This is an optimization exercise on Yosys and OpenROAD, whose aim is small area, a short achievable clock period and few clock cycles per item, not a production implementation.
Only simulation tests tie the RTL to the original design; equivalence was not proved.
Power and IR drop assume default switching activity.

==> job 3892 <==
==> flow/design.v <==
`timescale 1ns/1ps
module kmeans_top #(
    parameter int num_pixels = 100,
    parameter int iterations = 3
) (
    input  logic                clk,
    input  logic                reset,
    input  logic                start,
    output logic [16-1:0]   pixel_addr,
    input  logic signed [16-1:0] a_data,
    input  logic                cluster_id_rdata,
    input  logic                rgb_dark,
    output logic                cluster_id_we,
    output logic                cluster_id_wdata,
    output logic                lab_clear,
    output logic                done_kmeans,
    output logic                done_cluster
);
    localparam int SW = 16;    
    localparam int AW = 7;               
    localparam int QW = 16;              
    localparam int RW = 7;               
    localparam int TW = RW + QW;         
    localparam logic [1:0] M_IDLE = 2'd0;
    localparam logic [1:0] M_RD   = 2'd1;    
    localparam logic [1:0] M_DV   = 2'd2;    
    localparam logic [1:0] M_IL   = 2'd3;    
    localparam logic [AW-1:0] LAST   = AW'(num_pixels - 1);
    localparam logic [AW-1:0] DV_JMP = AW'(128 - QW - 3);
    localparam logic [QW-1:0] C0U = QW'(0 + 32768);
    localparam logic [QW-1:0] C1U = QW'(5 + 32768);
    logic [1:0]    mode;
    logic          pass2;
    logic [AW-1:0] addr;
    logic          ph;       
    logic          ilf;      
    logic          dv, dvf;  
    logic          lv, lvf;  
    logic [SW-1:0] u_q;
    logic          lab_q, labn_q, sn_q, id_q, dark_q;
    logic [TW-1:0] acc0, acc1;
    logic [AW-1:0] n0, n1;
    logic [7:0]    nd;       
    logic [QW+1:0] v;
    logic          fin1_q;   
    logic          fin_q;    
    logic          divstep;  
    logic          we_q, wd_q, lc_q, dk_q, dc_q;
    assign pixel_addr       = {{(16-AW){1'b0}}, addr};
    assign cluster_id_we    = we_q;
    assign cluster_id_wdata = wd_q;
    assign lab_clear        = lc_q;
    assign done_kmeans      = dk_q;
    assign done_cluster     = dc_q;
    logic [SW-1:0] u_in;
    logic          sel;
    assign u_in = {~a_data[SW-1], a_data[SW-2:0]};
    assign sel  = ~nd[7] & (|nd);
    logic idle, vclr;
    assign idle    = (mode == M_IDLE);
    assign vclr    = divstep && (&addr[3:0]);
    function automatic logic [TW-1:0] dstep(
        input logic [TW-1:0] s,
        input logic [AW-1:0] den
    );
        logic [RW:0]   r2;
        logic [RW+1:0] t;
        r2 = s[TW-1:QW-1];
        t  = {1'b0, r2} - {2'b00, den};
        if (!t[RW+1])
            dstep = {t[RW-1:0], s[QW-2:0], 1'b1};
        else
            dstep = {r2[RW-1:0], s[QW-2:0], 1'b0};
    endfunction
    logic [TW-1:0] ds0, ds1;
    assign ds0 = dstep(acc0, n0);
    assign ds1 = dstep(acc1, n1);
    function automatic logic [QW-1:0] due_bits(input logic [QW-1:0] c);
        for (int i = 0; i < QW; i++)
            due_bits[i] = c[(QW + 14 - i) % QW];
    endfunction
    localparam logic [QW-1:0] C0D = due_bits(C0U);
    localparam logic [QW-1:0] C1D = due_bits(C1U);
    logic       b0, b1, bq0, bq1;
    assign b0 = (n0 == '0) ? C0D[addr[3:0]] : ds0[0];
    assign b1 = (n1 == '0) ? C1D[addr[3:0]] : ds1[0];
    logic kq0, kq1;
    logic x0, x1, x2;
    assign x0 = !fin_q & (bq0 ^ bq1);
    assign x1 = fin_q ? (kq0 ^ kq1) : (bq0 & bq1);
    assign x2 = fin_q & kq0 & kq1;
    logic [QW:0] vt, vinc, vpre;
    logic        vc1;
    assign vt = v[QW:0];
    assign vc1 = (vt[0] & x1) | x2;
    assign vpre[0] = 1'b0;
    assign vpre[1] = vc1;
    for (genvar i = 2; i <= QW; i++)
    begin : g_vpre
        assign vpre[i] = vc1 & (&vt[i-1:1]);
    end
    assign vinc = {vt[QW:1] ^ vpre[QW:1], vt[0] ^ x1};
    logic [TW-1:0] acc_sum;
    assign acc_sum = (lab_q ? acc1 : acc0) + TW'(u_q);
    always_ff @(posedge clk)
    begin
        u_q    <= u_in;
        lab_q  <= (u_in > v[QW+1:2]);
        labn_q <= !(u_in > v[QW+1:2]);
        sn_q   <= (a_data < (-10));
        id_q   <= cluster_id_rdata;
        dark_q <= rgb_dark;
    end
    always_ff @(posedge clk)
    begin
        if (idle || fin_q)
        begin
            acc0 <= '0;
            acc1 <= '0;
            n0   <= '0;
            n1   <= '0;
            nd   <= '0;
        end
        else if (divstep)
        begin
            acc0 <= ds0;
            acc1 <= ds1;
        end
        else if (lv && !lvf)
        begin
            if (lab_q)
                acc1 <= acc_sum;
            else
                acc0 <= acc_sum;
            if (labn_q)
            begin
                n0 <= n0 + 1'b1;
                if (sn_q)
                    nd <= nd - 1'b1;
            end
            else
            begin
                n1 <= n1 + 1'b1;
                if (sn_q)
                    nd <= nd + 1'b1;
            end
        end
        if (divstep)
        begin
            bq0 <= b0;
            bq1 <= b1;
        end
        if (fin1_q)
        begin
            kq0 <= (n0 != '0) && !acc0[QW-1] && (|acc0[TW-1:QW]);
            kq1 <= (n1 != '0) && !acc1[QW-1] && (|acc1[TW-1:QW]);
        end
        if (idle)
            v <= {({1'b0, C0U} + {1'b0, C1U}), 1'b0};
        else if (vclr)
            v <= '0;
        else if (divstep || fin1_q || fin_q)
            v <= {vinc, x0};
    end
    always_ff @(posedge clk)
    begin
        if (reset)
        begin
            mode  <= M_IDLE;
            pass2 <= 1'b0;
            addr  <= '0;
            ph    <= 1'b0;
            ilf   <= 1'b0;
            dv    <= 1'b0;
            dvf   <= 1'b0;
            lv    <= 1'b0;
            lvf   <= 1'b0;
            fin1_q <= 1'b0;
            fin_q <= 1'b0;
            divstep <= 1'b0;
            we_q  <= 1'b0;
            wd_q  <= 1'b0;
            lc_q  <= 1'b0;
            dk_q  <= 1'b0;
            dc_q  <= 1'b0;
        end
        else
        begin
            lv    <= dv;
            lvf   <= dvf;
            dv    <= 1'b0;
            dvf   <= 1'b0;
            fin1_q <= 1'b0;
            fin_q <= fin1_q;
            divstep <= 1'b0;
            we_q  <= 1'b0;
            lc_q  <= 1'b0;
            case (mode)
                M_IDLE:
                    if (start)
                    begin
                        dv    <= 1'b1;
                        addr  <= addr + 1'b1;
                        mode  <= M_RD;
                        pass2 <= 1'b0;
                        dk_q  <= 1'b0;
                        dc_q  <= 1'b0;
                    end
                M_RD:
                begin
                    dv <= 1'b1;
                    if (addr == LAST)
                    begin
                        addr <= DV_JMP;
                        mode <= M_DV;
                    end
                    else
                        addr <= addr + 1'b1;
                end
                M_DV:
                begin
                    addr    <= addr + 1'b1;
                    divstep <= (addr >= DV_JMP + 1'b1) && (addr <= 7'd125);
                    fin1_q  <= (addr == 7'd126);
                    if (&addr)
                    begin
                        pass2 <= 1'b1;
                        ph    <= 1'b0;
                        ilf   <= 1'b0;
                        mode  <= pass2 ? M_IL : M_RD;
                    end
                end
                default:  
                begin
                    ph <= ~ph;
                    if (!ph)
                    begin
                        dv   <= (addr <= LAST);
                        dvf  <= ilf;
                        addr <= (addr == '0) ? LAST : addr - 1'b1;
                        if (lv)
                        begin
                            we_q <= 1'b1;
                            if (lvf)
                            begin
                                wd_q <= ~(id_q ^ sel);
                                lc_q <= (id_q ^ sel) | dark_q;
                                dk_q <= 1'b1;
                            end
                            else
                                wd_q <= !labn_q;
                        end
                    end
                    else
                    begin
                        if (addr == LAST)
                        begin
                            if (dk_q)
                            begin
                                addr <= '0;
                                dc_q <= 1'b1;
                                mode <= M_IDLE;
                            end
                            else
                                addr <= AW'(1);
                        end
                        else if (!ilf && addr == LAST - 1'b1)
                        begin
                            addr <= '0;
                            ilf  <= 1'b1;
                        end
                        else
                            addr <= addr + 2'd2;
                    end
                end
            endcase
        end
    end
endmodule
==> flow/run.sh <==
#!/bin/bash
# synth_recipe.tcl (not shown) runs the flow's synth.tcl, then flattens the netlist and writes it again
# the make line also repeats each setting of config.mk as NAME=value (left out here)
make -C /OpenROAD-flow-scripts/flow DESIGN_CONFIG=/design/flow/config.mk WORK_HOME=/design/flow/orfs CLKGATE_MAP_FILE= SYNTH_SCRIPT=/design/flow/synth_recipe.tcl finish
==> flow/config.mk <==
export PLATFORM = sky130hd
export DESIGN_NAME = kmeans_top
export DESIGN_NICKNAME = kmeans_top
export VERILOG_FILES = /design/flow/design.v
export SDC_FILE = /design/flow/constraint.sdc
export NUM_CORES = 4
export LEC_CHECK = 0
export ABC_AREA = 1
export CAP_MARGIN = 5
export CORE_MARGIN = 2
export CORE_UTILIZATION = 40
export CTS_BUF_LIST = sky130_fd_sc_hd__clkbuf_8
export SETUP_SLACK_MARGIN = 3.0
export SLEW_MARGIN = 5
==> flow/constraint.sdc <==
create_clock -name core_clock -period 5.5 [get_ports {clk}]
set_input_delay 1.1000 -clock core_clock [delete_from_list [all_inputs] [get_ports {clk}]]
set_output_delay 1.1000 -clock core_clock [all_outputs]
set_load 0.01 [all_outputs]
==> inputs of job 5978, as changes to job 3892 <==
==> flow/design.v, changed modules only <==
module kmeans_top #(
    parameter int num_pixels = 100,
    parameter int iterations = 3
) (
    input  logic                clk,
    input  logic                reset,
    input  logic                start,
    output logic [16-1:0]   pixel_addr,
    input  logic signed [16-1:0] a_data,
    input  logic                cluster_id_rdata,
    input  logic                rgb_dark,
    output logic                cluster_id_we,
    output logic                cluster_id_wdata,
    output logic                lab_clear,
    output logic                done_kmeans,
    output logic                done_cluster
);
    localparam int SW = 16;    
    localparam int AW = 7;               
    localparam int QW = 16;              
    localparam int RW = 7;               
    localparam int TW = RW + QW;         
    localparam logic [1:0] M_IDLE = 2'd0;
    localparam logic [1:0] M_RD   = 2'd1;    
    localparam logic [1:0] M_DV   = 2'd2;    
    localparam logic [1:0] M_IL   = 2'd3;    
    localparam logic [AW-1:0] LAST   = AW'(num_pixels - 1);
    localparam logic [AW-1:0] DV_JMP = AW'(128 - QW - 4);
    localparam logic [QW-1:0] C0U = QW'(0 + 32768);
    localparam logic [QW-1:0] C1U = QW'(5 + 32768);
    logic [1:0]    mode;
    logic          pass2;
    logic [AW-1:0] addr;
    logic          ph;       
    logic          ilf;      
    logic          dv, dvf;  
    logic          lv, lvf;  
    logic [SW-1:0] u_q;
    logic          lab_q, labn_q, sn_q, id_q, dark_q;
    logic [QW-1:0] lo0, lo1;
    logic [RW-1:0] hi0, hi1;
    logic          c0, c1;
    logic [TW-1:0] acc0, acc1;
    assign acc0 = {hi0 + RW'(c0), lo0};
    assign acc1 = {hi1 + RW'(c1), lo1};
    logic [AW-1:0] n0, n1;
    logic [QW+1:0] v;
    logic          fin1_q;   
    logic          fin_q;    
    logic          divstep;  
    logic          we_q, wd_q, lc_q, dk_q, dc_q;
    assign pixel_addr       = {{(16-AW){1'b0}}, addr};
    assign cluster_id_we    = we_q;
    assign cluster_id_wdata = wd_q;
    assign lab_clear        = lc_q;
    assign done_kmeans      = dk_q;
    assign done_cluster     = dc_q;
    logic [SW-1:0] u_in;
    logic          sel;
    assign u_in = {~a_data[SW-1], a_data[SW-2:0]};
    assign sel  = (n1 > n0);
    logic idle, vclr;
    assign idle    = (mode == M_IDLE);
    assign vclr    = divstep && (&addr[3:0]);
    function automatic logic [TW-1:0] dstep(
        input logic [TW-1:0] s,
        input logic [AW-1:0] den
    );
        logic [RW:0]   r2;
        logic [RW+1:0] t;
        r2 = s[TW-1:QW-1];
        t  = {1'b0, r2} - {2'b00, den};
        if (!t[RW+1])
            dstep = {t[RW-1:0], s[QW-2:0], 1'b1};
        else
            dstep = {r2[RW-1:0], s[QW-2:0], 1'b0};
    endfunction
    logic [TW-1:0] ds0, ds1;
    assign ds0 = dstep({hi0, lo0}, n0);
    assign ds1 = dstep({hi1, lo1}, n1);
    function automatic logic [QW-1:0] due_bits(input logic [QW-1:0] c);
        for (int i = 0; i < QW; i++)
            due_bits[i] = c[(QW + 14 - i) % QW];
    endfunction
    localparam logic [QW-1:0] C0D = due_bits(C0U);
    localparam logic [QW-1:0] C1D = due_bits(C1U);
    logic       b0, b1, bq0, bq1;
    assign b0 = (n0 == '0) ? C0D[addr[3:0]] : ds0[0];
    assign b1 = (n1 == '0) ? C1D[addr[3:0]] : ds1[0];
    logic kq0, kq1;
    logic x0, x1, x2;
    assign x0 = !fin_q & (bq0 ^ bq1);
    assign x1 = fin_q ? (kq0 ^ kq1) : (bq0 & bq1);
    assign x2 = fin_q & kq0 & kq1;
    logic [QW:0] vt, vinc, vpre;
    logic        vc1;
    assign vt = v[QW:0];
    assign vc1 = (vt[0] & x1) | x2;
    assign vpre[0] = 1'b0;
    assign vpre[1] = vc1;
    for (genvar i = 2; i <= QW; i++)
    begin : g_vpre
        assign vpre[i] = vc1 & (&vt[i-1:1]);
    end
    assign vinc = {vt[QW:1] ^ vpre[QW:1], vt[0] ^ x1};
    logic [QW:0] acc_sum0, acc_sum1;
    assign acc_sum0 = {1'b0, lo0} + {1'b0, u_q};
    assign acc_sum1 = {1'b0, lo1} + {1'b0, u_q};
    always_ff @(posedge clk)
    begin
        u_q    <= u_in;
        lab_q  <= (u_in > v[QW+1:2]);
        labn_q <= !(u_in > v[QW+1:2]);
        sn_q   <= (a_data < (-10));
        id_q   <= cluster_id_rdata;
        dark_q <= rgb_dark;
    end
    always_ff @(posedge clk)
    begin
        if (idle || fin_q)
        begin
            {hi0, c0, lo0} <= '0;
            {hi1, c1, lo1} <= '0;
            n0   <= '0;
            n1   <= '0;
        end
        else if (divstep)
        begin
            {hi0, lo0} <= ds0;
            {hi1, lo1} <= ds1;
            c0 <= 1'b0;
            c1 <= 1'b0;
        end
        else
        begin
            hi0 <= acc0[TW-1:QW];
            hi1 <= acc1[TW-1:QW];
            c0  <= 1'b0;
            c1  <= 1'b0;
        end
        if (lv && !lvf)
        begin
            if (lab_q)
                {c1, lo1} <= acc_sum1;
            else
                {c0, lo0} <= acc_sum0;
            if (mode != M_IL || sn_q)
            begin
                if (labn_q)
                    n0 <= n0 + 1'b1;
                else
                    n1 <= n1 + 1'b1;
            end
        end
        if (divstep)
        begin
            bq0 <= b0;
            bq1 <= b1;
        end
        if (fin1_q)
        begin
            kq0 <= (n0 != '0) && !lo0[QW-1] && (|hi0);
            kq1 <= (n1 != '0) && !lo1[QW-1] && (|hi1);
        end
        if (idle)
            v <= {({1'b0, C0U} + {1'b0, C1U}), 1'b0};
        else if (vclr)
            v <= '0;
        else if (divstep || fin1_q || fin_q)
            v <= {vinc, x0};
    end
    always_ff @(posedge clk)
    begin
        if (reset)
        begin
            mode  <= M_IDLE;
            pass2 <= 1'b0;
            addr  <= '0;
            ph    <= 1'b0;
            ilf   <= 1'b0;
            dv    <= 1'b0;
            dvf   <= 1'b0;
            lv    <= 1'b0;
            lvf   <= 1'b0;
            fin1_q <= 1'b0;
            fin_q <= 1'b0;
            divstep <= 1'b0;
            we_q  <= 1'b0;
            wd_q  <= 1'b0;
            lc_q  <= 1'b0;
            dk_q  <= 1'b0;
            dc_q  <= 1'b0;
        end
        else
        begin
            lv    <= dv;
            lvf   <= dvf;
            dv    <= 1'b0;
            dvf   <= 1'b0;
            fin1_q <= 1'b0;
            fin_q <= fin1_q;
            divstep <= 1'b0;
            we_q  <= 1'b0;
            lc_q  <= 1'b0;
            case (mode)
                M_IDLE:
                    if (start)
                    begin
                        dv    <= 1'b1;
                        addr  <= addr + 1'b1;
                        mode  <= M_RD;
                        pass2 <= 1'b0;
                        dk_q  <= 1'b0;
                        dc_q  <= 1'b0;
                    end
                M_RD:
                begin
                    dv <= 1'b1;
                    if (addr == LAST)
                    begin
                        addr <= DV_JMP;
                        mode <= M_DV;
                    end
                    else
                        addr <= addr + 1'b1;
                end
                M_DV:
                begin
                    addr    <= addr + 1'b1;
                    divstep <= (addr >= DV_JMP + 2'd2) && (addr <= 7'd125);
                    fin1_q  <= (addr == 7'd126);
                    if (&addr)
                    begin
                        pass2 <= 1'b1;
                        ph    <= 1'b0;
                        ilf   <= 1'b0;
                        mode  <= pass2 ? M_IL : M_RD;
                    end
                end
                default:  
                begin
                    ph <= ~ph;
                    if (!ph)
                    begin
                        dv   <= (addr <= LAST);
                        dvf  <= ilf;
                        addr <= (addr == '0) ? LAST : addr - 1'b1;
                        if (lv)
                        begin
                            we_q <= 1'b1;
                            if (lvf)
                            begin
                                wd_q <= ~(id_q ^ sel);
                                lc_q <= (id_q ^ sel) | dark_q;
                                dk_q <= 1'b1;
                            end
                            else
                                wd_q <= !labn_q;
                        end
                    end
                    else
                    begin
                        if (addr == LAST)
                        begin
                            if (dk_q)
                            begin
                                addr <= '0;
                                dc_q <= 1'b1;
                                mode <= M_IDLE;
                            end
                            else
                                addr <= AW'(1);
                        end
                        else if (!ilf && addr == LAST - 1'b1)
                        begin
                            addr <= '0;
                            ilf  <= 1'b1;
                        end
                        else
                            addr <= addr + 2'd2;
                    end
                end
            endcase
        end
    end
endmodule
==> flow/flow/run.sh (new file) <==
#!/bin/bash
set -euo pipefail
bash standard.sh finish "BUFFER_PORTS_ARGS=-buffer_cell sky130_fd_sc_hd__buf_4" \
    > standard_flow.log 2>&1
==> flow/standard.sh (new file) <==
#!/bin/bash
# synth_recipe.tcl (not shown) runs the flow's synth.tcl, then flattens the netlist and writes it again
# the make line also repeats each setting of config.mk as NAME=value (left out here)
make -C /OpenROAD-flow-scripts/flow DESIGN_CONFIG=/design/flow/config.mk WORK_HOME=/design/flow/orfs CLKGATE_MAP_FILE= SYNTH_SCRIPT=/design/flow/synth_recipe.tcl "${@:-finish}"
Settings changed: CAP_MARGIN 5 to 20, CTS_CLUSTER_DIAMETER set to 60, CTS_CLUSTER_SIZE set to 20, SETUP_SLACK_MARGIN 3.0 to 3.4, SLEW_MARGIN 5 to 20.
removed: flow/run.sh
==> run summary <==
- Job 5978 ran to the end with no violations. Job 3892 produced a clean layout.
- Between job 5978 and job 3892, the lower cell area is in job 5978 (gap about 2.8%, measured against job 3892).
- In job 3892 the area after synthesis is higher than in job 5978, by about 2%.
- Sequential power: job 5978 is smaller than job 3892 (about 7%).
- Non-clock buffer count: job 3892 is lower than job 5978 (4).
==> figures <==
Met2 wire length: job 3892 11,890 um; job 5978 10,830 um
Later-pin clock latency in the skew report: job 3892 0.46 ns; job 5978 0.45 ns
Total half-perimeter wirelength after legalization and detailed placement: job 3892 18,000 um; job 5978 17,720 um
Number of buffers inserted to repair setup after CTS: job 3892 5; job 5978 10
Number of flip-flops and latches in the synthesized netlist: job 3892 135; job 5978 129
Run status: job 3892 finished clean; job 5978 finished clean
Logic gate share of total power: job 3892 0.408; job 5978 0.405
Share of synthesized cell area in full adder, half adder and majority cells: job 3892 0.1082; job 5978 0.1394
Startpoint of the most critical setup path: job 3892 lc_q; job 5978 addr[0]
Critical-path top delay cell: job 3892 clkdlybuf4s50_1; job 5978 dfxtp_4
Testbench counts of job 3892, summed over its fixed seeds: cycles 30,728, jobs 48.
Testbench counts of job 5978, summed over its fixed seeds: cycles 30,824, jobs 48.

## what the ideal ports hide
No port has a modelled driver above. Below, the same layouts with a new extraction and two added sets of constraints. Step 1 assumes that a clkbuf_16 drives the clock port and a buf_2 every other input. Step 2 adds t to the input delays and takes it off the output delays; t is the mean of the earliest and latest rising clock arrival at the registers after step 1. Input paths then give back, and output paths get back, about the clock's delay inside the block. a / b / c = no drivers / after step 1 / after step 2; a / b = the first two.
run | t (ns) | setup slack, ns | worst setup path after step 2 | worst slew at a driven data input, ns
job 3892 | 0.497 | 3.102 / 3.057 / 2.687 | input to register | 0.04
job 5978 | 0.477 | 3.447 / 3.408 / 3.145 | input to register | 0.04
After both steps setup and hold are still met in every run listed. For job 3892, which loses most, drivers alone change the setup slack by -0.045 ns; drivers and shift together by -0.415 ns.
